Background: an optimization exercise with open tools, aiming at small area, a short achievable clock period and few clock cycles. Do not read the settings as production practice. At most, simulation tests tie the RTL to the original design; equivalence was not proved. For runs 5 and 6, only the layout was checked, not whether the RTL still works. No activity file was given, so power comes from the tool's default toggle rates.

==> flow/design.v <==
package dma_pkg;
    localparam int DATA_W     = 32;
    localparam int PADDR_W    = 32;
    localparam int WORD_AW    = 16;           
    localparam int BE_W       = DATA_W / 8;
    localparam int SIZE_W     = 16;
    localparam int FIFO_DEPTH = 4;
    localparam int FIFO_LVL_W = 3;            
    localparam int BANK_BIT   = 20;           
    localparam logic [PADDR_W-1:0] REG_SRC  = 32'h0000_0000;
    localparam logic [PADDR_W-1:0] REG_DST  = 32'h0000_0004;
    localparam logic [PADDR_W-1:0] REG_SIZE = 32'h0000_0008;
    localparam logic [PADDR_W-1:0] REG_MODE = 32'h0000_000c;
    localparam logic [PADDR_W-1:0] REG_INT  = 32'h0000_0010;
    localparam logic [BE_W-1:0] BE_ALL  = '1;
    localparam logic [BE_W-1:0] BE_NONE = '0;
    typedef union packed {
        logic [DATA_W-1:0] raw;
        struct packed {
            logic [DATA_W-BANK_BIT-2:0] unused_hi;     
            logic                       bank;
            logic [1:0]                 unused_lo;     
            logic [WORD_AW-1:0]         word;
            logic [1:0]                 offset;
        } f;
    } dma_addr_u;
endpackage
`timescale 1ns/10ps
module dma_top (
    input  logic                        CLK,
    input  logic                        RSTN,
    output logic                        INTR,
    input  logic                        PSEL,
    input  logic                        PENABLE,
    output logic                        PREADY,
    input  logic                        PWRITE,
    input  logic [dma_pkg::PADDR_W-1:0] PADDR,
    input  logic [dma_pkg::DATA_W-1:0]  PWDATA,
    output logic [dma_pkg::DATA_W-1:0]  PRDATA,
    output logic                        mem0_en,
    output logic [dma_pkg::BE_W-1:0]    mem0_we,
    output logic [dma_pkg::WORD_AW-1:0] mem0_addr,
    output logic [dma_pkg::DATA_W-1:0]  mem0_wdata,
    input  logic [dma_pkg::DATA_W-1:0]  mem0_rdata,
    output logic                        mem1_en,
    output logic [dma_pkg::BE_W-1:0]    mem1_we,
    output logic [dma_pkg::WORD_AW-1:0] mem1_addr,
    output logic [dma_pkg::DATA_W-1:0]  mem1_wdata,
    input  logic [dma_pkg::DATA_W-1:0]  mem1_rdata
);
    logic [31:0] src;
    logic [31:0] dst;
    logic [15:0] size;
    logic        busy;           
    logic        int_done;       
    logic        start_q;        
    logic        setup;
    logic        start;
    logic        wen_src, wen_dst, wen_size, wen_int;
    logic        last_wr;        
    assign PREADY = 1'b1;
    assign setup  = PSEL & ~PENABLE;
    logic armed;
    always_ff @(posedge CLK or negedge RSTN) begin
        if (!RSTN)
            armed <= 1'b0;
        else
            armed <= 1'b1;
    end
    logic [3:0] ws;
    logic [4:0] rs;
    logic       dec_src, dec_dst, dec_size, dec_mode, dec_int;
    logic       v_src, v_dst, v_size;
    assign dec_src  = PADDR == dma_pkg::REG_SRC;
    assign dec_dst  = PADDR == dma_pkg::REG_DST;
    assign dec_size = PADDR == dma_pkg::REG_SIZE;
    assign dec_mode = PADDR == dma_pkg::REG_MODE;
    assign dec_int  = PADDR == dma_pkg::REG_INT;
    always_ff @(posedge CLK) begin
        ws[0]   <= setup & PWRITE & dec_src;
        ws[1]   <= setup & PWRITE & dec_dst;
        ws[2]   <= setup & PWRITE & dec_size;
        ws[3]   <= setup & PWRITE & dec_int;
        rs[0]   <= setup & dec_src & v_src;
        rs[1]   <= setup & dec_dst & v_dst;
        rs[2]   <= setup & dec_size & v_size;
        rs[3]   <= setup & dec_mode;
        rs[4]   <= setup & dec_int;
        start_q <= n_start_q;
    end
    assign start    = start_q & armed & ~busy;
    assign wen_src  = ws[0] & armed & ~busy;
    assign wen_dst  = ws[1] & armed & ~busy;
    assign wen_size = ws[2] & armed & ~busy;
    assign wen_int  = ws[3] & armed & PWDATA[0];
    logic [31:0] src_q, dst_q;
    logic [15:0] size_q;
    always_ff @(posedge CLK) begin
        if (wen_src)  src_q  <= PWDATA;
        if (wen_dst)  dst_q  <= PWDATA;
        if (wen_size) size_q <= PWDATA[15:0];
    end
    assign src  = src_q & {32{v_src}};
    assign dst  = dst_q & {32{v_dst}};
    assign size = size_q & {16{v_size}};
    always_ff @(posedge CLK or negedge RSTN) begin
        if (!RSTN) begin
            v_src    <= 1'b0;
            v_dst    <= 1'b0;
            v_size   <= 1'b0;
            int_done <= 1'b0;
            INTR     <= 1'b0;
        end else begin
            if (wen_src)  v_src  <= 1'b1;
            if (wen_dst)  v_dst  <= 1'b1;
            if (wen_size) v_size <= 1'b1;
            if (wen_int)
                int_done <= 1'b0;
            INTR <= last_wr | (start & size == '0);
            if (last_wr | (start & size == '0))     
                int_done <= 1'b1;
        end
    end
    assign PRDATA = ({32{rs[0]}} & src_q)
                  | ({32{rs[1]}} & dst_q)
                  | {16'd0, {16{rs[2]}} & size_q}
                  | {31'd0, rs[3] & busy}
                  | {31'd0, rs[4] & int_done};
    logic        sb, db, same;   
    logic [1:0]  so, dof;
    logic        s;              
    logic [1:0]  c;              
    logic [1:0]  end_off;
    logic [3:0]  first_be, last_be;
    logic        one_word;       
    logic        one_word_q;
    assign sb       = src[dma_pkg::BANK_BIT];
    assign db       = dst[dma_pkg::BANK_BIT];
    assign same     = sb == db;
    assign so       = src[1:0];
    assign dof      = dst[1:0];
    assign s        = dof < so;
    assign c        = 2'((4'(dof) + 4'(size[1:0]) + 4'd3) >> 2);
    assign end_off  = dof + size[1:0];
    assign first_be = 4'hf << dof;
    assign last_be  = (end_off == 2'd0) ? 4'hf : ~(4'hf << end_off);
    assign one_word = (size[15:2] == 14'd0 && c == 2'd1) || (size[15:2] == 14'd1 && c == 2'd0);
    logic        reload;         
    logic        iss;            
    logic        rd_now;         
    logic        wr0, wr1, rd0, rd1;
    logic        infl;           
    logic        ready;          
    logic        skip;           
    logic        last;           
    logic [1:0]  d;              
    logic [3:0]  be;             
    logic        asel0, asel1;   
    logic [15:0] rd_addr;
    logic [15:0] wr_addr;
    logic [13:0] q;              
    logic [1:0]  ext;
    logic [31:0] W;              
    logic [23:0] C;              
    logic [31:0] rdata;
    logic        wr_now, rem2;
    logic        n_busy, n_ready, n_reload, n_skip, n_start_q, n_wr_now, n_rd;
    assign wr_now  = busy & ready;
    assign last_wr = wr_now & last;
    assign rem2 = (q == 14'd2 && ext == 2'd0) || (q == 14'd1 && ext == 2'd1)
               || (q == 14'd0 && ext == 2'd2);
    assign n_busy    = (busy & ~last_wr) | (start & size != '0);
    assign n_reload  = wen_src | wen_dst | last_wr;
    assign n_ready   = ~reload & ((infl & ~skip) | (ready & ~wr_now));
    assign n_skip    = reload ? s : (skip & ~infl);
    assign n_start_q = setup && PWRITE && PADDR == dma_pkg::REG_MODE && PWDATA == 32'd1;
    assign n_wr_now  = n_busy & n_ready;
    assign n_rd      = ~n_reload & ~(same & n_wr_now);
    assign rd_now    = rd0 | rd1;
    assign iss       = rd_now & ~reload & (busy | start_q | (~ready & ~(infl & ~skip)));
    assign rdata = sb ? mem0_rdata : mem1_rdata;
    logic [7:0] l0, l1, l2, l3;
    logic [31:0] w_nx;
    logic [23:0] c_nx;
    assign {l3, l2, l1, l0} = rdata;
    always_comb begin
        case (d)
            2'd0: w_nx = {l3, l2, l1, l0};
            2'd1: w_nx = {l2, l1, l0, C[7:0]};
            2'd2: w_nx = {l1, l0, C[15:0]};
            default: w_nx = {l0, C[23:0]};
        endcase
        c_nx[23:16] = l3;
        c_nx[15:8]  = (d == 2'd2) ? l3 : l2;
        case (d)
            2'd1: c_nx[7:0] = l3;
            2'd2: c_nx[7:0] = l2;
            default: c_nx[7:0] = l1;
        endcase
    end
    always_ff @(posedge CLK or negedge RSTN) begin
        if (!RSTN) begin
            busy   <= 1'b0;
            reload <= 1'b1;
        end else begin
            busy   <= n_busy;
            reload <= n_reload;
        end
    end
    always_ff @(posedge CLK) begin
        d          <= dof - so;
        one_word_q <= one_word;
        infl  <= iss;
        ready <= n_ready;
        skip  <= n_skip;
        asel0 <= db & (~sb | n_wr_now);
        asel1 <= ~db & (sb | n_wr_now);
        if (infl) begin
            W <= w_nx;
            C <= c_nx;
        end
        rd_addr <= reload ? src[17:2] : rd_addr + 16'(iss);
        wr_addr <= start ? dst[17:2] : wr_addr + 16'(wr_now);
        q       <= start ? size[15:2] : q - 14'(wr_now & ext == 2'd0);
        if (start) begin
            ext     <= c;
            last    <= one_word_q;
            be      <= first_be & (one_word_q ? last_be : 4'hf);
        end else if (wr_now) begin
            if (ext != 2'd0)
                ext <= ext - 1'b1;
            last <= rem2;
            be   <= rem2 ? last_be : 4'hf;
        end
    end
    always_ff @(posedge CLK or negedge RSTN) begin
        if (!RSTN) begin
            wr0 <= 1'b0;
            wr1 <= 1'b0;
        end else begin
            wr0 <= db & n_wr_now;
            wr1 <= ~db & n_wr_now;
        end
    end
    always_ff @(posedge CLK) begin
        rd0 <= sb & n_rd;
        rd1 <= ~sb & n_rd;
    end
    assign mem0_en    = wr0 | rd0;
    assign mem1_en    = wr1 | rd1;
    assign mem0_we    = wr0 ? be : 4'd0;
    assign mem1_we    = wr1 ? be : 4'd0;
    assign mem0_addr  = asel0 ? wr_addr : rd_addr;
    assign mem1_addr  = asel1 ? wr_addr : rd_addr;
    assign mem0_wdata = W;
    assign mem1_wdata = W;
endmodule
==> flow/flow/run.sh <==
#!/bin/bash
# Standard ORFS layout (standard.sh) with changes to port buffers and CTS.
set -euo pipefail
export BUFFER_PORTS_ARGS="-buffer_cell sky130_fd_sc_hd__buf_1"
export CTS_ARGS="-sink_clustering_enable -repair_clock_nets -dont_use_dummy_load -buf_list {sky130_fd_sc_hd__clkbuf_8 sky130_fd_sc_hd__clkbuf_16} -sink_clustering_size 25 -sink_clustering_max_diameter 150"
bash standard.sh > standard_make.log 2>&1
==> flow/standard.sh <==
#!/bin/bash
# synth_recipe.tcl (not shown) runs the flow's synth.tcl, then flattens the netlist and writes it again
# the make line also repeats each setting of config.mk as NAME=value (left out here)
make -C /OpenROAD-flow-scripts/flow DESIGN_CONFIG=/design/flow/config.mk WORK_HOME=/design/flow/orfs CLKGATE_MAP_FILE= SYNTH_SCRIPT=/design/flow/synth_recipe.tcl "${@:-finish}"
==> flow/config.mk <==
export PLATFORM = sky130hd
export DESIGN_NAME = dma_top
export DESIGN_NICKNAME = dma_top
export VERILOG_FILES = /design/flow/design.v
export SDC_FILE = /design/flow/constraint.sdc
export NUM_CORES = 4
export LEC_CHECK = 0
export CAP_MARGIN = 0
export CORE_MARGIN = 2
export CORE_UTILIZATION = 65
export SETUP_SLACK_MARGIN = 3.3
export SLEW_MARGIN = 0
==> flow/constraint.sdc <==
create_clock -name core_clock -period 6.0 [get_ports {CLK}]
set_input_delay 1.2000 -clock core_clock [delete_from_list [all_inputs] [get_ports {CLK}]]
set_output_delay 1.2000 -clock core_clock [all_outputs]
set_load 0.01 [all_outputs]
==> results.env, run 1 <==
DPL.HPWL_UM=18530
MET2ROUTEDLENGTH_UM=12860
GRT.OVERFLOW.TOTAL=0
NFILLCELLS=1174
DETAIL_ROUTE.FIRST_PASS.ITERATIONS=8
ROUTED_VIA_DENSITY=5.960
SYNTH.LIB_CELLS_USED.DISTINCT=68
FIRST_GLOBAL_VIAS=7531
TOTALWIRELENGTH_UM=25830
CTS-BUFFERS-INSERTED=12
TIMING.SETUP.CRITICAL_PATH_CLASS='reg -> out'
CTS-HOLD-FIX-BUFFERS=0
DRC=0
PATH_CELLS='buf_6 > a22o_1 > buf_1'
INITIAL_CELL_DENSITY_OF_THE_CORE_PCT=66.50
REG2REG_SLACK_NS=3.61
SYNTH_SEQ_AREA_SHARE_PCT=55.54
NUMBER_OF_SYNTHESIZED_FLOPS_WITH_AN_ENABLE_PIN=143
CLK_ROOT_BUFFER_CELL='sky130_fd_sc_hd__clkbuf_16'
ROWS=46
WORSTSKEWPAIRLATENCY_NS=0.48
SYNTH-ASYNC-RESET-RATIO_PCT=4.566
SLEW_HEADROOM_PCT=33.35
ROUTE.MET3.WL_UM=1912
M1WIRELENGTH_UM=10620
ROUTE.VIAS.TOTAL=8159
WORST_EP_REQUIRED_TIME_NS=4.80
FLOPS_LATCHES_SYNTH=219
LAYOUT.NETS=1310
LAYOUT-DRIVE-GT1-SHARE_PCT=9.540
POST_SYNTH_INSTANCE_AREA_MM2=0.01056
SYNTHCELLS=930
FLOORPLAN.IO_PINS=273
GRT_FIRST_PASS_WIRELENGTH_UM=39740
WL_PER_CELL_UM=18.87
HIGHEST_LAYER='met4'
DIE-HEIGHT_UM=131.5
MAXCLOCKFREQUENCY_GHz=0.3687
CRITPATHMAXFANOUT=17
TOTAL_LEAKAGE_POWER_nW=4.272
CRITPATHCAPTURETYPE='output port'
STATUS='timing/DRC/antenna clean'
FINAL-HOLD-VIOLATION-COUNT=0
TRITONCTS='built'
ANTENNA_VIOLATIONS_BEFORE_REPAIR=0
CORE_AREA_MM2=0.01589
FINAL_CELL_MIX='sky130_fd_sc_hd__buf_1, sky130_fd_sc_hd__edfxtp_1, sky130_fd_sc_hd__nand2_1, sky130_fd_sc_hd__nor2_1, sky130_fd_sc_hd__dfxtp_1'
GRT_MAX_DEGREE=59
FINAL_COMMON_CELL='sky130_fd_sc_hd__buf_1'
FINAL_CRITICAL_PATH_SHARE_OF_THE_CLOCK_PERIOD_PCT=45.20
CP-START-KIND='flip-flop'
TIMING.CRITICAL_PATH.SLOWEST_STAGE_CELL='sky130_fd_sc_hd__dfxtp_4'
FIN_SKEW_NS=0.05017
CP.ARRIVAL_NS=1.51
MAXSLEWVIOLCOUNT=0
DIE_X_UM=131.5
CLKTRANSATPATHREGS_NS=0.10
POSTROUTEANTENNANETS=0
AREA_USED_BY_MULTI_INPUT_COMBINATIONAL_LOGIC_MM2=0.004079
VDD_DROP_MAX_mV=0.2163
POSTSYNTHAREAPERCELL_UM2=11.36
DIE_AREA_MM2=0.01729
TRACK_USAGE_PCT=28.37
SYNTH_WARNINGS=1
CLOCK_SINKS=219
AREA.SEQUENTIAL_MM2=0.005887
SYNTH-MAIN-FF-CELL='sky130_fd_sc_hd__edfxtp_1'
PERIOD_MINUS_SLACK_NS=2.712
HOLD_PATH_CLASS='reg -> reg'
FIN_TNS_SETUP_NS=0
GRT_SETUP_UNREPAIRED='true'
MAX_STAGE_DELAY_NS=0.49
LAYOUT-AREA-OVERHEAD-VS-SYNTH_PCT=12.39
HTREEDEPTH=1
CAP_VIOLATIONS=0
GLOBAL_PLACEMENT_ROUTABILITY_CONGESTION=0.9027
FINALSETUPVIOLCOUNT=0
TIMING_WORST_SLEW_PIN_VALUE_NS=0.9997
INITIALDRTVIOLATIONCOUNT=770
HOLD_SLACK_NS=0.5010
PLACEMENT.IO_BUFFERS=271
ANTENNADIODECOUNT=0
P_PER_AREA_mW_PER_MM2=209.7
MAX-CLOCK-PATH-BUFFERS=3
==> layout make-up <==
cell class / count / area share [%]
clock buffers: 12 / 2.529
inverters: 43 / 1.391
multi-input cells: 589 / 34.36
flip-flops and latches: 219 / 49.58
well taps: 216 / 2.276
repair buffers: 290 / 9.864
==> critical path, delay by kind of cell, from the launching register on <==
family | cells | cell delay [ns]
flops | 1 | 0.49
compound gates | 1 | 0.18
buf+inv | 2 | 0.38
==> kinds of logic (layout without fill, tap and decap cells) <==
group / after synthesis / in the layout / share of synthesized area, %
AND/OR/NAND/NOR: 289 / 289 / 13.96
AO/OA/AOI/OAI: 170 / 170 / 11.33
buffers and inverters: 123 / 345 / 5.887
multiplexers: 68 / 68 / 7.415
adder cells (fa/ha/maj): 22 / 22 / 2.677
other: 1 / 2 / 0.03550
flip-flops: 219 / 219 / 55.54
XOR/XNOR: 38 / 38 / 3.151
==> report_power, final <==
part / total [mW] / leakage [nW] / internal (mW) / switching, mW
Clock: 0.802 / 0.148 / 0.360 / 0.442
Combinational: 0.0876 / 2.16 / 0.0412 / 0.0464
Sequential: 1.60 / 1.96 / 1.60 / 0.000487
Total: 2.49 / 4.27 / 2.00 / 0.488
==> synthesized netlist by cell type, types with 24 or more instances <==
master	instances	area share [%]
sky130_fd_sc_hd__nand3_1	40	1.9
sky130_fd_sc_hd__dfxtp_1	66	13
sky130_fd_sc_hd__clkbuf_1	35	1.2
sky130_fd_sc_hd__o21ai_0	56	2.7
sky130_fd_sc_hd__inv_1	41	1.5
sky130_fd_sc_hd__nor2_1	65	2.3
sky130_fd_sc_hd__xnor2_1	25	2.1
sky130_fd_sc_hd__nand2_1	65	2.3
sky130_fd_sc_hd__a222oi_1	24	2.3
sky130_fd_sc_hd__mux2_2	47	5.0
sky130_fd_sc_hd__buf_4	33	2.3
sky130_fd_sc_hd__edfxtp_1	143	41
==> routing by layer <==
metal  up-vias  track usage (%)
met2       393            49.36
met5         -                0
met3        36            3.858
met4         0            6.280
met1      3881            38.15
li1       3849                -
==> flip-flops by register name (all words and copies together) (netlist names), 2 cells and up <==
register  flops
W            32
dst_q        32
src_q        32
C            24
rd_addr      16
size_q       16
wr_addr      16
q            14
rs            5
be            4
ws            4
d             2
ext           2
==> timing repair <==
item                       CTS  global route
pin swaps                    0             9
gates resized for setup     10             2
setup endpoints to repair   64            38
buffers inserted             1            13
cloned                       0             0
==> stage by stage <==
step | util (%) | setup WS, ns | cell area (µm²) | total power, mW | std cells
finish | 74.74 | 3.288 | 11870 | 2.489 | 1369
global route | 74.74 | 3.208 | 11870 | 2.548 | 1369
CTS | 74.05 | 3.279 | 11760 | 2.497 | 1356
detailed placement | 71.98 | 3.206 | 11430 | 1.722 | 1343
global placement | 71.98 | 3.243 | 11430 | 1.720 | 1343
floorplan | - | 3.495 | 10570 | 1.673 | 931
==> worst paths after layout <==
kind / endpoint / cells past startpoint / startpoint
setup reg to reg: ext[0] / 6 / v_size
max in group asynchronous: v_dst / 1 / RSTN
hold / removal: skip / 2 / skip
setup / recovery: PRDATA[31] / 3 / rs[0]
hold reg to reg: skip / 2 / skip
min in group asynchronous: int_done / 1 / RSTN
Testbench counts, summed over its fixed seeds: cycles 17,162.
==> run 2, diff against run 1 <==
==> flow/config.mk (replaced) <==
export PLATFORM = sky130hd
export DESIGN_NAME = dma_top
export DESIGN_NICKNAME = dma_top
export VERILOG_FILES = /design/flow/design.v
export SDC_FILE = /design/flow/constraint.sdc
export NUM_CORES = 4
export LEC_CHECK = 0
export CAP_MARGIN = 20
export CORE_MARGIN = 2
export CORE_UTILIZATION = 65
export SETUP_SLACK_MARGIN = 3.1
export SLEW_MARGIN = 20
==> run 2 against run 1 <==
Effect of this change:
- sequential share of layout area is 0.47 points higher
- die area unchanged
- worst setup slack got worse by 0.062 ns
- clock skew increased by 0.00090 ns
- register-to-register slack got worse by 0.19 ns
- flip-flop and latch count stayed put
==> results.env, run 2 <==
REG2REG_SLACK_NS=3.42
FLOPS_LATCHES_SYNTH=219
CRITICAL_PATH_CELL_COUNT=2
CORE_AREA_MM2=0.01589
FINAL_CELL_MIX='sky130_fd_sc_hd__buf_1, sky130_fd_sc_hd__edfxtp_1, sky130_fd_sc_hd__nand2_1, sky130_fd_sc_hd__nor2_1, sky130_fd_sc_hd__dfxtp_1'
MAX-CLOCK-PATH-BUFFERS=3
POSTSYNTHAREAPERCELL_UM2=11.36
CAP_VIOLATIONS=0
ANTENNA_VIOLATIONS_BEFORE_REPAIR=0
MAXCLOCKFREQUENCY_GHz=0.3605
CRITPATHMAXFANOUT=18
P_SW_SHARE_PCT=19.42
REG2REGPATHDEPTH=6
PLACE_WS_NS=3.206
DETAIL_ROUTE.FIRST_PASS.ITERATIONS=7
CLKTRANSATPATHREGS_NS=0.10
CRITPATHCAPTURETYPE='output port'
TRITONCTS='built'
SYNTH-ASYNC-RESET-RATIO_PCT=4.566
ROUTED_VIA_DENSITY=5.971
DIE-HEIGHT_UM=131.5
PLACEMENT.IO_BUFFERS=271
COMB_POWER_SHARE_PCT=3.5
SLACK_OF_THE_CRITICAL_PATH_NS=3.226
SYNTH-MAIN-FF-CELL='sky130_fd_sc_hd__edfxtp_1'
LAYOUT.NETS=1296
ANTENNADIODECOUNT=0
FINAL_COMMON_CELL='sky130_fd_sc_hd__buf_1'
HOLD_PATH_CLASS='reg -> reg'
TRACK_USAGE_PCT=28.19
TOP_REGS='W x32, dst_q x32, src_q x32'
ROWS=46
NUMBER_OF_SYNTHESIZED_FLOPS_WITH_AN_ENABLE_PIN=143
DIE_AREA_MM2=0.01729
DRC=0
PERIOD_MINUS_SLACK_NS=2.774
YOSYS-TOP-CELLS-COUNT='sky130_fd_sc_hd__edfxtp_1, sky130_fd_sc_hd__dfxtp_1, sky130_fd_sc_hd__nand2_1, sky130_fd_sc_hd__nor2_1, sky130_fd_sc_hd__o21ai_0'
FINAL-HOLD-VIOLATION-COUNT=0
LAYOUT-AREA-OVERHEAD-VS-SYNTH_PCT=11.18
CELL_INT_POWER_mW=2.001
POWER.SHARE.CLOCK_PCT=32.0
CPLARGESTDELAYFAMILY='flip-flops'
POST-SYNTH-TOP-COUNT-CELL='sky130_fd_sc_hd__edfxtp_1'
HTREEDEPTH=1
POST-CTS-SETUP-BUFFER-COUNT=0
FINALSETUPVIOLCOUNT=0
POSTROUTEANTENNANETS=0
CP-START-KIND='flip-flop'
VDD_DROP_MAX_mV=0.2146
SEQPWRFRAC_PCT=64.4
ROUTE.VIAS.TOTAL=8091
CP.ARRIVAL_NS=1.57
WORST_EP_REQUIRED_TIME_NS=4.80
DIE_X_UM=131.5
SYNTH_WARNINGS=1
CTS-BUFFERS-INSERTED=12
POST_LAYOUT_UTIL_PCT=73.94
NFILLCELLS=1191
PATH_CELLS='mux2_2 > buf_1'
P_PER_AREA_mW_PER_MM2=211.5
TIMING_WORST_SLEW_PIN_VALUE_NS=1.030
TIMING.SETUP.CRITICAL_PATH_CLASS='reg -> out'
TIMING.RR.START='v_dst'
NETLIST_TOP_CELLS_AREA='sky130_fd_sc_hd__edfxtp_1, sky130_fd_sc_hd__dfxtp_1, sky130_fd_sc_hd__mux2_2'
GRT_FIRST_PASS_WIRELENGTH_UM=39580
GRT_MAX_DEGREE=59
GLOBAL_PLACEMENT_ROUTABILITY_CONGESTION=0.9027
SYNTH_SEQ_AREA_SHARE_PCT=55.54
STATUS='timing/DRC/antenna clean'
WORSTSKEWPAIRLATENCY_NS=0.48
FIRST_GLOBAL_VIAS=7502
SYNTHDOMINANTAREACELLTYPE='sky130_fd_sc_hd__edfxtp_1'
FINAL_CRITICAL_PATH_SHARE_OF_THE_CLOCK_PERIOD_PCT=46.24
TIMING.HOLD.WORST.START='src_q[11]'
CLK_ROOT_BUFFER_CELL='sky130_fd_sc_hd__clkbuf_16'
WORSTHOLDPATHCELLS=2
SLEW_HEADROOM_PCT=31.34
PORTION_OF_SYNTHESIZED_CELL_AREA_OCCUPIED_BY_THE_LEADING_CELL_TYPE_PCT=40.65
WL_PER_CELL_UM=18.69
LAYOUT-DRIVE-GT1-SHARE_PCT=8.165
MAXSLEWVIOLCOUNT=0
MAX_STAGE_DELAY_NS=0.60
TOTALWIRELENGTH_UM=25330
WORSTPATHBUFFERINVERTERCOUNT=1
DPL.HPWL_UM=18530
SYNTHCELLS=930
CRIT_PATH_START='asel0'
INITIALDRTVIOLATIONCOUNT=787
FIN_SKEW_NS=0.05107
POST_SYNTH_INSTANCE_AREA_MM2=0.01056
TOTAL_POWER_mW=2.484
TOTAL_LEAKAGE_POWER_nW=4.204
GRT.OVERFLOW.TOTAL=0
SYNTH.LIB_CELLS_USED.DISTINCT=68
CLOCK_SINKS=219
TIMING.CRITICAL_PATH.SLOWEST_STAGE_CELL='sky130_fd_sc_hd__dfxtp_2'
INITIAL_CELL_DENSITY_OF_THE_CORE_PCT=66.50
NET-SWITCHING-POWER_mW=0.4825
FIN_TNS_SETUP_NS=0
FLOORPLAN.IO_PINS=273
GRT_SETUP_UNREPAIRED='false'
run 2: power groups by stage:
stage	sequential, mW	clock (mW)	combinational, mW
CTS	1.60	0.811	0.0868
floorplan	1.64	0	0.0372
detailed placement	1.64	0	0.0862
finish	1.60	0.796	0.0876
global route	1.60	0.850	0.0978
global placement	1.64	0	0.0844
run 2: final cells by class:
| type | count | area, µm² | area share, % |
|---|---|---|---|
| clock buffer | 12 | 300.3 | 2.557 |
| inverter | 43 | 161.4 | 1.374 |
| multi-input combinational | 589 | 4079 | 34.73 |
| sequential | 219 | 5879 | 50.06 |
| tap | 216 | 270.3 | 2.301 |
| timing repair buffer | 276 | 1055 | 8.981 |
run 2: worst paths after layout:
path / to
setup / recovery: mem0_addr[2]
min in group asynchronous: int_done
hold reg to reg: rd_addr[9]
setup reg to reg: ext[0]
hold / removal: rd_addr[9]
max in group asynchronous: armed
run 2: tightest hold or removal path: stages, from the launching register on:
cell	delay, ns
sky130_fd_sc_hd__edfxtp_1	0.36
sky130_fd_sc_hd__nand2_1	0.05
sky130_fd_sc_hd__o21ai_0	0.06
run 2: repair_timing:
action                                  CTS  global route
endpoints found under the hold margin     0             0
endpoints found under the setup margin   60            19
gates resized for setup                   4             3
hold buffers                              0             0
run 2: through the flow:
stage	hold slack (ns)	area, µm²	std cells
final	0.4871	11750	1355
after global routing	0.5234	11750	1355
after CTS	0.4847	11740	1355
after detailed placement	0.4758	11430	1343
after global placement	0.4695	11430	1343
after floorplan	0.4423	10570	931
run 2: routing by layer:
layer / GRT usage (%) / vias to the layer above / wire length, µm
li1: - / 3818 / -
met1: 38.36 / 3849 / 10550
met2: 48.78 / 384 / 12500
met3: 3.588 / 40 / 1756
met4: 6.159 / 0 / 522
met5: 0 / - / 0
run 2: logic make-up (layout without fill, tap and decap cells):
logic type | Yosys count | after routing | synth area share [%]
and+or+nand+nor | 289 | 289 | 13.96
AOI/OAI and AO/OA | 170 | 170 | 11.33
muxes | 68 | 68 | 7.415
other | 1 | 2 | 0.03550
adders and majority gates | 22 | 22 | 2.677
buffers and inverters | 123 | 331 | 5.887
DFF | 219 | 219 | 55.54
xor gates and xnor gates | 38 | 38 | 3.151
==> run 3, diff against run 2 <==
--- a/flow/config.mk
+++ b/flow/config.mk
@@ -8,5 +8,5 @@
 export CAP_MARGIN = 20
 export CORE_MARGIN = 2
 export CORE_UTILIZATION = 65
-export SETUP_SLACK_MARGIN = 3.1
+export SETUP_SLACK_MARGIN = 3.5
 export SLEW_MARGIN = 20
==> run 3 against run 2 <==
Effect of this change:
- global-route usage grew 1.6 points
- critical path depth rose by 2
- register-to-register slack better by 0.26 ns
- combinational power up 2%
- highest routed layer unchanged
- critical path type unchanged
- die area unchanged
- still clean on timing, DRC and antenna
- cell area rose by 6.1%
==> results.env, run 3 <==
TIMING.HOLD.WORST.START='dst_q[10]'
CTS-BUFFERS-INSERTED=12
TIMING.CRITICAL_PATH.SLOWEST_STAGE_CELL='sky130_fd_sc_hd__dfxtp_4'
TRITONCTS='built'
CLKTRANSATPATHREGS_NS=0.10
M1WIRELENGTH_UM=10760
DIE_X_UM=131.5
TIMING.SETUP.CRITICAL_PATH_CLASS='reg -> out'
SYNTH_WARNINGS=1
INITIAL_CELL_DENSITY_OF_THE_CORE_PCT=66.50
CLOCK_SINKS=219
HOLD_PATH_CLASS='reg -> reg'
GRT_FIRST_PASS_WIRELENGTH_UM=41610
MAXSLEWVIOLCOUNT=0
CP-START-KIND='flip-flop'
FLOPS_LATCHES_SYNTH=219
INITIALDRTVIOLATIONCOUNT=851
POSTROUTEANTENNANETS=0
ROUTE.VIAS.TOTAL=8312
DETAIL_ROUTE.FIRST_PASS.ITERATIONS=9
TOP_REGS='W x32, dst_q x32, src_q x32'
PLACEMENT.IO_BUFFERS=271
WL_PER_CELL_UM=19.48
SYNTH-ASYNC-RESET-RATIO_PCT=4.566
CP.ARRIVAL_NS=1.54
SYNTHSIMPLEGATEAREAFRAC_PCT=13.96
FINALSETUPVIOLCOUNT=0
HIGHEST_LAYER='met4'
SYNTH-COMPOUND-AREA-SHARE_PCT=11.33
MET2ROUTEDLENGTH_UM=13390
NETLIST_TOP_CELLS_AREA='sky130_fd_sc_hd__edfxtp_1, sky130_fd_sc_hd__dfxtp_1, sky130_fd_sc_hd__mux2_2'
FIRST_GLOBAL_VIAS=7823
FLOORPLAN.IO_PINS=273
CPLARGESTDELAYFAMILY='flip-flops'
GRT_MAX_DEGREE=59
PLACE.DETAILED.INSTANCES=1342
HOLD_SLACK_NS=0.4946
STATUS='timing/DRC/antenna clean'
CRITPATHCAPTURETYPE='output port'
ANTENNA_VIOLATIONS_BEFORE_REPAIR=0
PLACE_WS_NS=3.127
LAYOUT-AREA-OVERHEAD-VS-SYNTH_PCT=17.96
FINAL_COMMON_CELL='sky130_fd_sc_hd__buf_1'
TIMING.RR.START='ready'
FIN_CELLS=1386
SYNTH.LIB_CELLS_USED.DISTINCT=68
AREA_SHARE_OF_FA_HA_MAJ_CELLS_AFTER_SYNTHESIS_PCT=2.677
TRACK_USAGE_PCT=29.83
PERIOD_MINUS_SLACK_NS=2.739
ROUTED_VIA_DENSITY=5.997
SYNTHDOMINANTAREACELLTYPE='sky130_fd_sc_hd__edfxtp_1'
ROUTE.MET3.WL_UM=2227
FIN_SKEW_NS=0.02886
TIMING_WORST_SLEW_PIN_VALUE_NS=0.9433
GRT.OVERFLOW.TOTAL=0
PATH_CELLS='buf_4 > a222oi_1 > inv_1 > buf_1'
ANTENNADIODECOUNT=0
CORE_AREA_MM2=0.01589
MAX_STAGE_DELAY_NS=0.43
PLACE_AREA_MM2=0.01143
GRT_SETUP_UNREPAIRED='true'
CRITPATHMAXFANOUT=16
MAXCLOCKFREQUENCY_GHz=0.3651
TOTAL_POWER_mW=2.493
WORSTSKEWPAIRLATENCY_NS=0.47
SYNTH-MAIN-FF-CELL='sky130_fd_sc_hd__edfxtp_1'
POST_SYNTH_INSTANCE_AREA_MM2=0.01056
CTS-HOLD-FIX-BUFFERS=0
DRC=0
FIN_TNS_SETUP_NS=0
TOTALWIRELENGTH_UM=26990
DIE_AREA_MM2=0.01729
MAX-CLOCK-PATH-BUFFERS=3
SYNTH-XOR-AREA-SHARE_PCT=3.151
GLOBAL_PLACEMENT_ROUTABILITY_CONGESTION=0.8694
WORST_EP_REQUIRED_TIME_NS=4.80
CLK_ROOT_BUFFER_CELL='sky130_fd_sc_hd__clkbuf_16'
P_PER_AREA_mW_PER_MM2=200.1
WORSTPATHBUFFERINVERTERCOUNT=3
NUMBER_OF_SYNTHESIZED_FLOPS_WITH_AN_ENABLE_PIN=143
LAYOUT.NETS=1327
DPL.HPWL_UM=18520
FINAL-HOLD-VIOLATION-COUNT=0
POSTSYNTHAREAPERCELL_UM2=11.36
POST-SYNTH-TOP-COUNT-CELL='sky130_fd_sc_hd__edfxtp_1'
SYNTH_MUX_AREA_SHARE_PCT=7.414
SLEW_HEADROOM_PCT=37.11
TOTAL_LEAKAGE_POWER_nW=4.621
YOSYS-TOP-CELLS-COUNT='sky130_fd_sc_hd__edfxtp_1, sky130_fd_sc_hd__dfxtp_1, sky130_fd_sc_hd__nand2_1, sky130_fd_sc_hd__nor2_1, sky130_fd_sc_hd__o21ai_0'
CRIT_PATH_START='rs[1]'
VDD_DROP_MAX_mV=0.2309
DIE-HEIGHT_UM=131.5
POST_LAYOUT_UTIL_PCT=78.44
FINAL_CRITICAL_PATH_SHARE_OF_THE_CLOCK_PERIOD_PCT=45.65
FINAL_CELL_MIX='sky130_fd_sc_hd__buf_1, sky130_fd_sc_hd__edfxtp_1, sky130_fd_sc_hd__nor2_1'
PORTION_OF_SYNTHESIZED_CELL_AREA_OCCUPIED_BY_THE_LEADING_CELL_TYPE_PCT=40.65
LAYOUT-DRIVE-GT1-SHARE_PCT=14.96
CAP_VIOLATIONS=0
SYNTH_SEQ_AREA_SHARE_PCT=55.54
ROWS=46
HTREEDEPTH=1
SYNTHCELLS=930
SLACK_OF_THE_CRITICAL_PATH_NS=3.261
FINALINSTANCEAREA_MM2=0.01246
LARGEST_FAMILY_OF_LOGIC_CELLS_BY_SYNTHESIZED_AREA='simple AND/OR/NAND/NOR gates'
## run 3: changes by cell type in the layout (fill, tap and decap cells not counted), moves of 5 or more
cell and change:
sky130_fd_sc_hd__mux2_4 +28, sky130_fd_sc_hd__buf_6 +34, sky130_fd_sc_hd__buf_1 -36, sky130_fd_sc_hd__mux2_2 -28, sky130_fd_sc_hd__buf_4 +21, sky130_fd_sc_hd__buf_2 +5
## run 3: routing by layer
metal	vias to the layer above	track usage (%)
li1	3890	-
met3	47	4.205
met4	0	8.333
met2	436	51.40
met1	3939	39.73
met5	-	0
## run 3: power breakdown
part           total (mW)  switching (mW)  internal (mW)
Combinational      0.0894          0.0482         0.0412
Sequential           1.60        0.000339           1.60
Clock               0.804           0.444          0.360
## run 3: worst paths after layout
check                                    to  slack, ns  cells after the start
min in group asynchronous             v_src       0.69                      1
worst min-delay path             wr_addr[8]       0.49                      2
worst min register to register   wr_addr[8]       0.49                      2
worst max register to register  rd_addr[14]       3.68                      9
max in group asynchronous            v_size       4.87                      1
worst max-delay path              PRDATA[6]       3.26                      4
## run 3: tightest hold or removal path: cells and delay by family (launching register included)
| kind | cells | cell delay (ns) |
|---|---|---|
| flops | 1 | 0.35 |
| compound gates | 1 | 0.06 |
| simple gates | 1 | 0.07 |
## run 3: timing repair
item | in CTS | in global routing
resized for setup | 100 | 47
setup endpoints to repair | 81 | 79
pin swaps | 6 | 4
cloned | 0 | 1
setup buffers | 17 | 14
## run 3: cell families after synthesis
| group | after synthesis |
|---|---|
| AO/OA/AOI/OAI | 170 |
| XOR/XNOR | 38 |
| adder cells (fa/ha/maj) | 22 |
| buffers and inverters | 123 |
| flip-flops | 219 |
| multiplexers | 68 |
| other | 1 |
| AND/OR/NAND/NOR | 289 |
## run 3: cell type report
cell class | instances | area (µm²)
Inverter | 43 | 166.4
Fill cell | 1065 | 3425
Timing Repair Buffer | 307 | 1605
Multi-Input combinational cell | 589 | 4230
Tap cell | 216 | 270.3
Clock buffer | 12 | 300.3
Sequential cell | 219 | 5888
==> run 4, diff against run 3 <==
--- a/flow/config.mk
+++ b/flow/config.mk
@@ -8,5 +8,5 @@
 export CAP_MARGIN = 20
 export CORE_MARGIN = 2
 export CORE_UTILIZATION = 65
-export SETUP_SLACK_MARGIN = 3.5
+export SETUP_SLACK_MARGIN = 3.25
 export SLEW_MARGIN = 20
==> run 4 against run 3 <==
Effect of this change:
- still clean
- worst hold slack worse by 0.0084 ns
- synthesized cell count unchanged
- core utilization fell by 4.1 points
- register-to-register slack worse by 0.24 ns
- sequential power about the same
==> results.env, run 4 <==
STATUS='timing/DRC/antenna clean'
TRACK_USAGE_PCT=28.19
MAXCLOCKFREQUENCY_GHz=0.3677
LAYOUT-AREA-OVERHEAD-VS-SYNTH_PCT=11.86
LAYOUT-DRIVE-GT1-SHARE_PCT=8.901
WL_PER_CELL_UM=18.94
CRITPATHMAXFANOUT=2
CLK_ROOT_BUFFER_CELL='sky130_fd_sc_hd__clkbuf_16'
SYNTH-ASYNC-RESET-RATIO_PCT=4.566
FLOPS_LATCHES_SYNTH=219
HOLD_PATH_CLASS='reg -> reg'
FIN_TNS_SETUP_NS=0
CLKTRANSATPATHREGS_NS=0.10
GRT.OVERFLOW.TOTAL=0
FIN_SKEW_NS=0.05381
PLACE_AREA_MM2=0.01143
ROUTED_VIA_DENSITY=5.974
FINAL-HOLD-VIOLATION-COUNT=0
DETAIL_ROUTE.FIRST_PASS.ITERATIONS=8
DIE_X_UM=131.5
WORSTSKEWPAIRLATENCY_NS=0.48
TOP_REGS='W x32, dst_q x32, src_q x32'
FLOORPLAN.IO_PINS=273
DIE-HEIGHT_UM=131.5
PLACEMENT.IO_BUFFERS=271
PLACE_WS_NS=3.206
ROUTE.VIAS.TOTAL=8137
CP-START-KIND='flip-flop'
LAYOUT.NETS=1303
INITIAL_CELL_DENSITY_OF_THE_CORE_PCT=66.50
TRITONCTS='built'
GLOBAL_PLACEMENT_ROUTABILITY_CONGESTION=0.9027
HTREEDEPTH=1
TIMING.CRITICAL_PATH.SLOWEST_STAGE_CELL='sky130_fd_sc_hd__edfxtp_1'
SYNTH_WARNINGS=1
CLOCK_SINKS=219
POST_LAYOUT_UTIL_PCT=74.39
CRITPATHCAPTURETYPE='output port'
CP.ARRIVAL_NS=1.52
MAX_STAGE_DELAY_NS=0.44
MAXSLEWVIOLCOUNT=0
SYNTHCELLS=930
CTS-BUFFERS-INSERTED=12
TOTAL_LEAKAGE_POWER_nW=4.238
YOSYS-TOP-CELLS-COUNT='sky130_fd_sc_hd__edfxtp_1, sky130_fd_sc_hd__dfxtp_1, sky130_fd_sc_hd__nand2_1, sky130_fd_sc_hd__nor2_1, sky130_fd_sc_hd__o21ai_0'
TOTAL_POWER_mW=2.488
FINAL_CRITICAL_PATH_SHARE_OF_THE_CLOCK_PERIOD_PCT=45.32
SLEW_HEADROOM_PCT=30.21
DRC=0
POST_SYNTH_INSTANCE_AREA_MM2=0.01056
PERIOD_MINUS_SLACK_NS=2.719
HOLD_SLACK_NS=0.4862
FIRST_GLOBAL_VIAS=7502
CORE_AREA_MM2=0.01589
SYNTH-MAIN-FF-CELL='sky130_fd_sc_hd__edfxtp_1'
TIMING_WORST_SLEW_PIN_VALUE_NS=1.047
SYNTHDOMINANTAREACELLTYPE='sky130_fd_sc_hd__edfxtp_1'
INITIALDRTVIOLATIONCOUNT=775
DIE_AREA_MM2=0.01729
GRT_SETUP_UNREPAIRED='true'
SYNTH_SEQ_AREA_SHARE_PCT=55.54
TOTALWIRELENGTH_UM=25790
VDD_DROP_MAX_mV=0.2162
SYNTH.LIB_CELLS_USED.DISTINCT=68
FINAL_COMMON_CELL='sky130_fd_sc_hd__buf_1'
POSTROUTEANTENNANETS=0
PATH_CELLS='a222oi_1 > nand2_1 > buf_1'
FIN_CELLS=1362
MAX-CLOCK-PATH-BUFFERS=3
SLACK_OF_THE_CRITICAL_PATH_NS=3.281
FINALSETUPVIOLCOUNT=0
CAP_VIOLATIONS=0
TIMING.SETUP.CRITICAL_PATH_CLASS='reg -> out'
ROWS=46
PORTION_OF_SYNTHESIZED_CELL_AREA_OCCUPIED_BY_THE_LEADING_CELL_TYPE_PCT=40.65
P_PER_AREA_mW_PER_MM2=210.5
ANTENNADIODECOUNT=0
GRT_MAX_DEGREE=59
NUMBER_OF_SYNTHESIZED_FLOPS_WITH_AN_ENABLE_PIN=143
ANTENNA_VIOLATIONS_BEFORE_REPAIR=0
DPL.HPWL_UM=18530
FINAL_CELL_MIX='sky130_fd_sc_hd__buf_1, sky130_fd_sc_hd__edfxtp_1, sky130_fd_sc_hd__nand2_1, sky130_fd_sc_hd__nor2_1, sky130_fd_sc_hd__dfxtp_1'
NETLIST_TOP_CELLS_AREA='sky130_fd_sc_hd__edfxtp_1, sky130_fd_sc_hd__dfxtp_1, sky130_fd_sc_hd__mux2_2'
GRT_FIRST_PASS_WIRELENGTH_UM=39580
FINALINSTANCEAREA_MM2=0.01182
POSTSYNTHAREAPERCELL_UM2=11.36
WORST_EP_REQUIRED_TIME_NS=4.80
PLACE.DETAILED.INSTANCES=1343
POST-SYNTH-TOP-COUNT-CELL='sky130_fd_sc_hd__edfxtp_1'
## run 4: cell types whose count changed in the layout (fill, tap and decap cells not counted), moves of 3 or more
cell / previous run / this run
sky130_fd_sc_hd__buf_1: 235 / 271
sky130_fd_sc_hd__buf_12: 3 / 0
sky130_fd_sc_hd__buf_2: 5 / 0
sky130_fd_sc_hd__buf_4: 26 / 10
sky130_fd_sc_hd__buf_6: 34 / 1
sky130_fd_sc_hd__mux2_2: 19 / 47
sky130_fd_sc_hd__mux2_4: 33 / 5
sky130_fd_sc_hd__nand2_1: 61 / 65
sky130_fd_sc_hd__o21ai_0: 52 / 56
sky130_fd_sc_hd__o21ai_2: 3 / 0
## run 4: cells by family after synthesis
group	Yosys count	share of synthesized area, %
simple gates	289	13.96
flops	219	55.54
compound gates	170	11.33
buf+inv	123	5.887
mux	68	7.415
xor+xnor	38	3.151
fa+ha+maj	22	2.677
other cells	1	0.03550
## run 4: final timing paths
path	end	from	slack [ns]	cells after the start
setup reg to reg	W[13]	d[0]	3.44	5
hold reg to reg	rd_addr[9]	src_q[11]	0.49	2
min in group asynchronous	int_done	RSTN	0.69	1
max in group asynchronous	v_dst	RSTN	4.87	1
hold / removal	rd_addr[9]	src_q[11]	0.49	2
setup / recovery	PRDATA[0]	src_q[0]	3.28	3
## run 4: power breakdown
part / internal (mW) / switching (mW) / leakage, nW
clock network: 0.360 / 0.440 / 0.148
logic: 0.0412 / 0.0464 / 2.13
registers: 1.60 / 0.000465 / 1.96
## run 4: critical path: cells and delay by family (launching register included)
family / cells / cell delay (ns)
flip-flops: 1 / 0.44
AO/OA/AOI/OAI: 1 / 0.37
buffers and inverters: 1 / 0.13
AND/OR/NAND/NOR: 1 / 0.10
## run 4: what timing repair did
action                                  CTS  global route
buffers inserted                          0             7
hold buffers                              0             0
endpoints found under the setup margin   64            15
resized for setup                         9             2
pin swaps                                 0             5
## run 4: cell type report
cell class | count | area, µm²
Clock buffer | 12 | 300.3
Fill cell | 1181 | 4069
Inverter | 43 | 161.4
Multi-Input combinational cell | 589 | 4079
Sequential cell | 219 | 5887
Tap cell | 216 | 270.3
Timing Repair Buffer | 283 | 1119
## run 4: routing by layer
layer | track usage (%) | vias to the layer above | wire [µm]
met2 | 48.78 | 381 | 12780
li1 | - | 3832 | -
met3 | 3.588 | 42 | 1859
met4 | 6.159 | 0 | 538
met5 | 0 | - | 0
met1 | 38.36 | 3882 | 10620
==> run 5, diff against run 4 <==
--- a/flow/design.v
+++ b/flow/design.v
@@ -121,9 +121,9 @@
                 int_done <= 1'b1;
         end
     end
-    assign PRDATA = ({32{rs[0]}} & src_q)
-                  | ({32{rs[1]}} & dst_q)
-                  | {16'd0, {16{rs[2]}} & size_q}
+    logic [31:0] rd_sd;
+    assign rd_sd  = ({32{rs[0]}} & src_q) | ({32{rs[1]}} & dst_q);
+    assign PRDATA = {rd_sd[31:16], rs[2] ? size_q : rd_sd[15:0]}
                   | {31'd0, rs[3] & busy}
                   | {31'd0, rs[4] & int_done};
     logic        sb, db, same;   
--- a/flow/config.mk
+++ b/flow/config.mk
@@ -8,5 +8,5 @@
 export CAP_MARGIN = 20
 export CORE_MARGIN = 2
 export CORE_UTILIZATION = 65
-export SETUP_SLACK_MARGIN = 3.25
+export SETUP_SLACK_MARGIN = 3.3
 export SLEW_MARGIN = 20
==> run 5 against run 4 <==
Effect of this change:
- sequential power about the same
- wire length increased by 2.0%
- worst hold slack improved by 0.012 ns
- total power decreased by 0.13%
- combinational power decreased by 0.8%
- core utilization increased by 2.1 points
- maximum frequency decreased by 1.1%
- largest cell class unchanged
- largest power group unchanged
- non-clock buffer count increased by 8
- still clean
- worst setup slack got worse by 0.029 ns
- register-to-register slack got worse by 0.06 ns
- via count increased by 2.6%
- first-iteration DRC count decreased by 9.8%
==> results.env, run 5 <==
STATUS='timing/DRC/antenna clean'
FLOORPLAN.IO_PINS=273
INITIAL_CELL_DENSITY_OF_THE_CORE_PCT=66.40
DETAIL_ROUTE.FIRST_PASS.ITERATIONS=6
NUMBER_OF_SYNTHESIZED_FLOPS_WITH_AN_ENABLE_PIN=143
CORE_AREA_MM2=0.01583
GLOBAL_PLACEMENT_ROUTABILITY_CONGESTION=0.8566
FLOPS_LATCHES_SYNTH=219
SYNTH_WARNINGS=1
TOTAL_POWER_mW=2.485
TIMING.SETUP.CRITICAL_PATH_CLASS='reg -> out'
P_PER_AREA_mW_PER_MM2=205.4
PERIOD_MINUS_SLACK_NS=2.749
FINAL_CRITICAL_PATH_SHARE_OF_THE_CLOCK_PERIOD_PCT=45.81
ROUTE.VIAS.TOTAL=8345
PLACE.DETAILED.INSTANCES=1361
POST_SYNTH_INSTANCE_AREA_MM2=0.01051
FINALINSTANCEAREA_MM2=0.01210
WHS_ENDPOINT='int_done'
AREA_USED_BY_MULTI_INPUT_COMBINATIONAL_LOGIC_MM2=0.004197
MAX-CLOCK-PATH-BUFFERS=3
NETLIST_TOP_CELLS_AREA='sky130_fd_sc_hd__edfxtp_1, sky130_fd_sc_hd__dfxtp_1, sky130_fd_sc_hd__mux2_2'
VDD_DROP_MAX_mV=0.2473
REG2REGPATHDEPTH=9
ROWS=46
FIN_CELLS=1384
INITIALDRTVIOLATIONCOUNT=699
HOLD_PATH_CLASS='reg -> reg'
TOTALWIRELENGTH_UM=26300
CP-START-KIND='flip-flop'
CLK_ROOT_BUFFER_CELL='sky130_fd_sc_hd__clkbuf_16'
LAYOUT-AREA-OVERHEAD-VS-SYNTH_PCT=15.12
POST_LAYOUT_UTIL_PCT=76.44
ROUTED_VIA_DENSITY=6.030
DPL.HPWL_UM=17910
WORST_EP_REQUIRED_TIME_NS=4.80
SLEW_HEADROOM_PCT=33.48
FINALSETUPVIOLCOUNT=0
PLACEMENT.IO_BUFFERS=271
FINAL-HOLD-VIOLATION-COUNT=0
GRT_FIRST_PASS_WIRELENGTH_UM=40360
MAXCLOCKFREQUENCY_GHz=0.3638
TRACK_USAGE_PCT=29.03
ANTENNADIODECOUNT=0
TIMING_WORST_SLEW_PIN_VALUE_NS=0.9978
REG2REG_SLACK_NS=3.38
TOTAL_LEAKAGE_POWER_nW=4.314
PLACE_AREA_MM2=0.01144
GRT.OVERFLOW.TOTAL=0
DRC=0
GRT_MAX_DEGREE=60
TIMING.HOLD.WORST.START='int_done'
GRT_SETUP_UNREPAIRED='true'
FINAL_CELL_MIX='sky130_fd_sc_hd__buf_1, sky130_fd_sc_hd__edfxtp_1, sky130_fd_sc_hd__nand2_1'
SYNTHDOMINANTAREACELLTYPE='sky130_fd_sc_hd__edfxtp_1'
DIE_X_UM=131.2
CAP_VIOLATIONS=0
CLKTRANSATPATHREGS_NS=0.09
AREA.SEQUENTIAL_MM2=0.005888
WORSTSKEWPAIRLATENCY_NS=0.47
POSTROUTEANTENNANETS=0
TRITONCTS='built'
LAYOUT-DRIVE-GT1-SHARE_PCT=12.41
TOP_REGS='W x32, dst_q x32, src_q x32'
MAXSLEWVIOLCOUNT=0
POSTSYNTHAREAPERCELL_UM2=11.11
LAYOUT.NETS=1325
SYNTH-MAIN-FF-CELL='sky130_fd_sc_hd__edfxtp_1'
CRITPATHCAPTURETYPE='output port'
REGTOREGENDPOINT='rd_addr[15]'
YOSYS-TOP-CELLS-COUNT='sky130_fd_sc_hd__edfxtp_1, sky130_fd_sc_hd__nand2_1, sky130_fd_sc_hd__o21ai_0'
PORTION_OF_SYNTHESIZED_CELL_AREA_OCCUPIED_BY_THE_LEADING_CELL_TYPE_PCT=40.86
CTS-BUFFERS-INSERTED=12
FIN_SKEW_NS=0.03384
CP.ARRIVAL_NS=1.55
SYNTH_SEQ_AREA_SHARE_PCT=55.82
FINAL_COMMON_CELL='sky130_fd_sc_hd__buf_1'
DIE-HEIGHT_UM=131.2
POST-SYNTH-TOP-COUNT-CELL='sky130_fd_sc_hd__edfxtp_1'
NFILLCELLS=1108
DIE_AREA_MM2=0.01720
WL_PER_CELL_UM=19.01
FIRST_GLOBAL_VIAS=7827
WORSTHOLDPATHCELLS=1
SYNTH.LIB_CELLS_USED.DISTINCT=59
FIN_TNS_SETUP_NS=0
SYNTH-ASYNC-RESET-RATIO_PCT=4.566
ANTENNA_VIOLATIONS_BEFORE_REPAIR=1
SYNTHCELLS=946
CLOCK_SINKS=219
HTREEDEPTH=1
CRITPATHMAXFANOUT=7
TIMING.RR.START='infl'
==> run 5: cell types whose count changed in the layout (fill, tap and decap cells not counted), moves of 10 or more <==
cell,change
sky130_fd_sc_hd__a22oi_1,+12
sky130_fd_sc_hd__buf_1,-23
sky130_fd_sc_hd__o21ai_1,+11
sky130_fd_sc_hd__a22oi_2,+10
sky130_fd_sc_hd__a222oi_1,-15
sky130_fd_sc_hd__clkbuf_2,+16
sky130_fd_sc_hd__inv_1,-15
sky130_fd_sc_hd__nand2_1,+14
==> run 5: how the worst max path moves through the flow <==
stage,cells past startpoint,to,slack (ns),start
6_report,4,PRDATA[4],3.25,rs[0]
4_1_cts,2,mem0_addr[0],3.29,asel0
5_1_grt,4,PRDATA[4],3.21,rs[0]
3_3_place_gp,9,rd_addr[15],3.23,infl
3_5_place_dp,9,rd_addr[15],3.16,infl
2_1_floorplan,9,rd_addr[15],3.46,infl
==> run 5: worst max-delay path, stage by stage (launching register included) <==
cell and delay (ns):
sky130_fd_sc_hd__dfxtp_4 0.44, sky130_fd_sc_hd__clkbuf_16 0.19, sky130_fd_sc_hd__a22oi_1 0.09, sky130_fd_sc_hd__o21ai_1 0.20, sky130_fd_sc_hd__buf_1 0.18
==> run 5: cell type report <==
type                    instances  share of cell area, %
multi-input cells             620                  34.68
repair buffers                291                  11.13
well taps                     216                  2.234
clock buffers                  12                  2.482
inverters                      26                 0.8066
flip-flops and latches        219                  48.67
==> run 5: cell families after synthesis <==
family	after synthesis	share of synthesized area, %
AOI/OAI and AO/OA	195	11.90
xor gates and xnor gates	34	2.833
adders and majority gates	22	2.690
buffers and inverters	108	5.059
DFF	219	55.82
muxes	72	7.500
other	1	0.03568
and+or+nand+nor	295	14.16
==> run 5: stage by stage <==
stage	setup WS, ns	hold slack, ns
after floorplan	3.458	0.4347
after global placement	3.234	0.4767
after detailed placement	3.162	0.4787
after CTS	3.286	0.5007
after global routing	3.213	0.5431
final	3.251	0.4985
==> run 5: timing repair <==
action / in CTS / in global routing
resized for setup: 31 / 49
cloned: 2 / 1
hold endpoints to repair: 0 / 0
setup buffers: 3 / 5
endpoints found under the setup margin: 67 / 58
pin swaps: 1 / 6
hold buffers: 0 / 0
==> run 5: per-layer routing <==
metal | track usage (%) | routed length [µm] | share of wire (%)
met5 | 0 | 13 | 0.049
met4 | 8.213 | 695 | 2.6
met3 | 4.630 | 2496 | 9.5
met2 | 50.15 | 12880 | 49
met1 | 38.27 | 10220 | 39
==> run 5: power by group <==
group	internal [mW]	total [mW]	switching (mW)
combinational	0.0397	0.0870	0.0473
sequential	1.60	1.60	0.000634
clock	0.360	0.798	0.438
==> run 6, diff against run 5 <==
--- a/flow/design.v
+++ b/flow/design.v
@@ -69,6 +69,7 @@
     end
     logic [3:0] ws;
     logic [4:0] rs;
+    logic [1:0] rsh;         
     logic       dec_src, dec_dst, dec_size, dec_mode, dec_int;
     logic       v_src, v_dst, v_size;
     assign dec_src  = PADDR == dma_pkg::REG_SRC;
@@ -86,6 +87,8 @@
         rs[2]   <= setup & dec_size & v_size;
         rs[3]   <= setup & dec_mode;
         rs[4]   <= setup & dec_int;
+        rsh[0]  <= setup & ~PWRITE & dec_src & v_src;
+        rsh[1]  <= setup & ~PWRITE & dec_dst & v_dst;
         start_q <= n_start_q;
     end
     assign start    = start_q & armed & ~busy;
@@ -121,9 +124,9 @@
                 int_done <= 1'b1;
         end
     end
-    logic [31:0] rd_sd;
-    assign rd_sd  = ({32{rs[0]}} & src_q) | ({32{rs[1]}} & dst_q);
-    assign PRDATA = {rd_sd[31:16], rs[2] ? size_q : rd_sd[15:0]}
+    assign PRDATA = {({16{rsh[0]}} & src_q[31:16]) | ({16{rsh[1]}} & dst_q[31:16]),
+                     ({16{rs[0]}} & src_q[15:0]) | ({16{rs[1]}} & dst_q[15:0])}
+                  | {16'd0, {16{rs[2]}} & size_q}
                   | {31'd0, rs[3] & busy}
                   | {31'd0, rs[4] & int_done};
     logic        sb, db, same;   
@@ -156,6 +159,7 @@
     logic [1:0]  d;              
     logic [3:0]  be;             
     logic        asel0, asel1;   
+    logic        asel0h, asel1h;  
     logic [15:0] rd_addr;
     logic [15:0] wr_addr;
     logic [13:0] q;              
@@ -215,6 +219,8 @@
         skip  <= n_skip;
         asel0 <= db & (~sb | n_wr_now);
         asel1 <= ~db & (sb | n_wr_now);
+        asel0h <= db & (~sb | n_wr_now | n_reload);
+        asel1h <= ~db & (sb | n_wr_now | n_reload);
         if (infl) begin
             W <= w_nx;
             C <= c_nx;
@@ -250,8 +256,8 @@
     assign mem1_en    = wr1 | rd1;
     assign mem0_we    = wr0 ? be : 4'd0;
     assign mem1_we    = wr1 ? be : 4'd0;
-    assign mem0_addr  = asel0 ? wr_addr : rd_addr;
-    assign mem1_addr  = asel1 ? wr_addr : rd_addr;
+    assign mem0_addr  = {asel0h ? wr_addr[15:8] : rd_addr[15:8], asel0 ? wr_addr[7:0] : rd_addr[7:0]};
+    assign mem1_addr  = {asel1h ? wr_addr[15:8] : rd_addr[15:8], asel1 ? wr_addr[7:0] : rd_addr[7:0]};
     assign mem0_wdata = W;
     assign mem1_wdata = W;
 endmodule
--- a/flow/config.mk
+++ b/flow/config.mk
@@ -7,6 +7,6 @@
 export LEC_CHECK = 0
 export CAP_MARGIN = 20
 export CORE_MARGIN = 2
-export CORE_UTILIZATION = 65
+export CORE_UTILIZATION = 50
 export SETUP_SLACK_MARGIN = 3.3
 export SLEW_MARGIN = 20
==> run 6 against run 5 <==
Effect of this change:
- critical path depth is 1 lower
- clock-buffer cell count stayed put
- combinational power is 2.5% higher
- non-clock buffer count is 1 lower
- clock power is 2% higher
- first-iteration DRC count is 22% lower
- register-to-register slack better by 0.05 ns
- flip-flop and latch count is 4 higher
- maximum frequency is 1.1% lower
- critical endpoint is now PRDATA[7]
- via count is 4.0% lower
- synthesized cell count is 0.42% lower
- sequential power hardly changed
==> results.env, run 6 <==
SYNTH-MAIN-FF-CELL='sky130_fd_sc_hd__edfxtp_1'
GRT_SETUP_UNREPAIRED='true'
WORSTHOLDPATHCELLS=2
FLOORPLAN.IO_PINS=273
GLOBAL_PLACEMENT_ROUTABILITY_CONGESTION=0.8555
CLOCK_SINKS=223
FINAL_CRITICAL_PATH_SHARE_OF_THE_CLOCK_PERIOD_PCT=46.31
CAP_VIOLATIONS=0
PERIOD_MINUS_SLACK_NS=2.779
POSTROUTEANTENNANETS=0
TRITONCTS='built'
STATUS='timing/DRC/antenna clean'
GRT_MAX_DEGREE=58
DIE-HEIGHT_UM=150.1
SYNTH.LIB_CELLS_USED.DISTINCT=60
INITIAL_CELL_DENSITY_OF_THE_CORE_PCT=50.90
LAYOUT-AREA-OVERHEAD-VS-SYNTH_PCT=13.06
SLEW_HEADROOM_PCT=32.74
DPL.HPWL_UM=19860
TIMING_WORST_SLEW_PIN_VALUE_NS=1.009
DRC=0
DETAIL_ROUTE.FIRST_PASS.ITERATIONS=7
TOTAL_POWER_mW=2.531
TOP_REGS='W x32, dst_q x32, src_q x32'
PORTION_OF_SYNTHESIZED_CELL_AREA_OCCUPIED_BY_THE_LEADING_CELL_TYPE_PCT=40.26
REG2REGPATHDEPTH=9
POSTSYNTHAREAPERCELL_UM2=11.32
ROUTED_VIA_DENSITY=5.573
FIRST_GLOBAL_VIAS=7554
MAXSLEWVIOLCOUNT=0
MAX-CLOCK-PATH-BUFFERS=3
GRT.OVERFLOW.TOTAL=0
SLACK_OF_THE_CRITICAL_PATH_NS=3.221
MAXCLOCKFREQUENCY_GHz=0.3599
FINAL_COMMON_CELL='sky130_fd_sc_hd__buf_1'
VDD_DROP_MAX_mV=0.1606
POST-SYNTH-TOP-COUNT-CELL='sky130_fd_sc_hd__edfxtp_1'
INITIALDRTVIOLATIONCOUNT=547
SYNTH-ASYNC-RESET-RATIO_PCT=4.484
CLKTRANSATPATHREGS_NS=0.09
GRT-BUSIEST-LAYER='met2'
CLK_ROOT_BUFFER_CELL='sky130_fd_sc_hd__clkbuf_16'
PLACEMENT.IO_BUFFERS=271
ANTENNA_VIOLATIONS_BEFORE_REPAIR=0
POST_SYNTH_INSTANCE_AREA_MM2=0.01067
CRITPATHMAXFANOUT=2
FIN_SKEW_NS=0.01827
SYNTH_SEQ_AREA_SHARE_PCT=55.75
NUMBER_OF_SYNTHESIZED_FLOPS_WITH_AN_ENABLE_PIN=143
PLACE.DETAILED.INSTANCES=1412
HOLD_PATH_CLASS='reg -> reg'
FIN_TNS_SETUP_NS=0
PLACE_WS_NS=3.256
WORST_EP_REQUIRED_TIME_NS=4.80
FINAL-HOLD-VIOLATION-COUNT=0
WL_PER_CELL_UM=18.78
WORSTPATHBUFFERINVERTERCOUNT=2
CORE_AREA_MM2=0.02096
SYNTH_WARNINGS=1
DIE_AREA_MM2=0.02252
TOTALWIRELENGTH_UM=26990
CRITPATHCAPTURETYPE='output port'
FLOPS_LATCHES_SYNTH=223
CP.ARRIVAL_NS=1.58
GR-USAGE-MET1_PCT=32.86
HOLD_SLACK_NS=0.4804
CRITICAL_PATH_CELL_COUNT=3
YOSYS-TOP-CELLS-COUNT='sky130_fd_sc_hd__edfxtp_1, sky130_fd_sc_hd__dfxtp_1, sky130_fd_sc_hd__nand2_1, sky130_fd_sc_hd__o21ai_0, sky130_fd_sc_hd__nor2_1'
PLACE_AREA_MM2=0.01162
TIMING.SETUP.CRITICAL_PATH_CLASS='reg -> out'
FINAL_CELL_MIX='sky130_fd_sc_hd__buf_1, sky130_fd_sc_hd__edfxtp_1, sky130_fd_sc_hd__nand2_1, sky130_fd_sc_hd__o21ai_0, sky130_fd_sc_hd__dfxtp_1'
SYNTHDOMINANTAREACELLTYPE='sky130_fd_sc_hd__edfxtp_1'
POST_LAYOUT_UTIL_PCT=57.55
FIN_CELLS=1437
ROWS=53
CTS-HOLD-FIX-BUFFERS=0
MET2_USAGE_PCT=39.04
WORSTSKEWPAIRLATENCY_NS=0.48
TOTAL_LEAKAGE_POWER_nW=4.327
GRT_FIRST_PASS_WIRELENGTH_UM=41250
TRACK_USAGE_PCT=23.44
CP-START-KIND='flip-flop'
CTS-BUFFERS-INSERTED=12
HTREEDEPTH=1
SYNTHCELLS=942
ANTENNADIODECOUNT=0
MAX_STAGE_DELAY_NS=0.48
P_PER_AREA_mW_PER_MM2=209.9
NETLIST_TOP_CELLS_AREA='sky130_fd_sc_hd__edfxtp_1, sky130_fd_sc_hd__dfxtp_1, sky130_fd_sc_hd__mux2_2'
DIE_X_UM=150.1
FINALSETUPVIOLCOUNT=0
FINALINSTANCEAREA_MM2=0.01206
PATH_CELLS='a222oi_1 > inv_1 > buf_1'
MET3_USAGE_GRT_PCT=2.988
LAYOUT.NETS=1319
CPLARGESTDELAYFAMILY='compound AO/OA/AOI/OAI gates'
ROUTE.VIAS.TOTAL=8009
TIMING.CRITICAL_PATH.SLOWEST_STAGE_CELL='sky130_fd_sc_hd__a222oi_1'
LAYOUT-DRIVE-GT1-SHARE_PCT=9.983
==> run 6: cell types whose count changed after synthesis, sizes merged, moves of 4 or more <==
cell    before  now
o21ai       77   66
a22oi       35   17
and4         1    6
or4          5    0
inv         26   40
a211oi       0    5
nand4       12   16
a222oi       9   24
dfxtp       66   70
nand3       46   42
xor2        11   16
nand2       79   64
==> run 6: path summary, 6_finish.rpt <==
| path | start | end | slack (ns) |
|---|---|---|---|
| setup / recovery | src_q[7] | PRDATA[7] | 3.22 |
| hold / removal | skip | skip | 0.48 |
| setup reg to reg | ext[0] | q[10] | 3.43 |
| hold reg to reg | skip | skip | 0.48 |
| max in group asynchronous | RSTN | busy | 4.86 |
| min in group asynchronous | RSTN | v_dst | 0.70 |
==> run 6: cells by family after synthesis <==
family | synth area share [%]
simple gates | 13.34
flops | 55.75
compound gates | 11.71
buf+inv | 5.677
mux | 7.718
xor+xnor | 3.120
fa+ha+maj | 2.651
other cells | 0.03516
==> run 6: worst register-to-register path, cell delays in order, from the launching register on <==
cell,delay (ns)
sky130_fd_sc_hd__edfxtp_1,0.44
sky130_fd_sc_hd__inv_1,0.11
sky130_fd_sc_hd__ha_1,0.20
sky130_fd_sc_hd__and3_1,0.17
sky130_fd_sc_hd__ha_1,0.16
sky130_fd_sc_hd__ha_2,0.21
sky130_fd_sc_hd__or4b_4,0.50
sky130_fd_sc_hd__or3b_1,0.41
sky130_fd_sc_hd__xor2_1,0.19
sky130_fd_sc_hd__o21ai_2,0.06
==> run 6: layer usage <==
layer	wire (µm)	share of wire, %	vias up
met4	522	1.9	0
met1	11880	44	3760
met5	0	0	-
li1	-	-	3896
met2	12740	47	321
met3	1852	6.9	32
==> run 6: area by class of cell <==
cell class,instances,area (µm²)
fill,1833,8896
tap,275,344.1
timing repair buffer,290,1162
clock buffer,12,300.3
inverter,40,150.1
sequential,223,5978
multi-input combinational,597,4124
==> run 6: power by group <==
part | internal, mW | leakage [nW] | switching (mW)
clock | 0.361 | 0.148 | 0.456
combinational | 0.0404 | 2.18 | 0.0487
sequential | 1.62 | 2.00 | 0.000333
==> run 6: repair_timing <==
| item | CTS | global route |
|---|---|---|
| buffers inserted | 7 | 6 |
| setup endpoints to repair | 64 | 26 |
| pin swaps | 9 | 7 |
| resized for setup | 14 | 7 |

## re-timing with driven ports
How much do the figures lean on ideal ports? The routed layouts below were timed once more, with nothing changed but the port constraints. Step 1 assumes that a clkbuf_16 drives the clock port and a buf_2 every other input. Step 2 adds t to the input delays and takes it off the output delays; t is the mean of the earliest and latest rising clock arrival at the registers after step 1. Input paths then give back, and output paths get back, about the clock's delay inside the block. a / b / c = no drivers / after step 1 / after step 2; a / b = the first two.
run	t, ns	setup slack, ns	worst setup path at the end	worst data-port slew with drivers (ns)
run 1	0.500	3.288 / 3.243 / 3.373	input to register	0.05
run 2	0.500	3.226 / 3.181 / 3.377	input to register	0.05
run 3	0.500	3.261 / 3.216 / 3.282	input to register	0.07
run 4	0.501	3.281 / 3.236 / 3.376	input to register	0.05
run 5	0.495	3.251 / 3.206 / 3.379	register to register	0.07
run 6	0.514	3.221 / 3.174 / 3.211	input to register	0.05
After both steps every run listed still meets setup and hold. The setup slack of run 6, which loses most, moves by -0.047 ns with the drivers and by -0.010 ns with both steps.
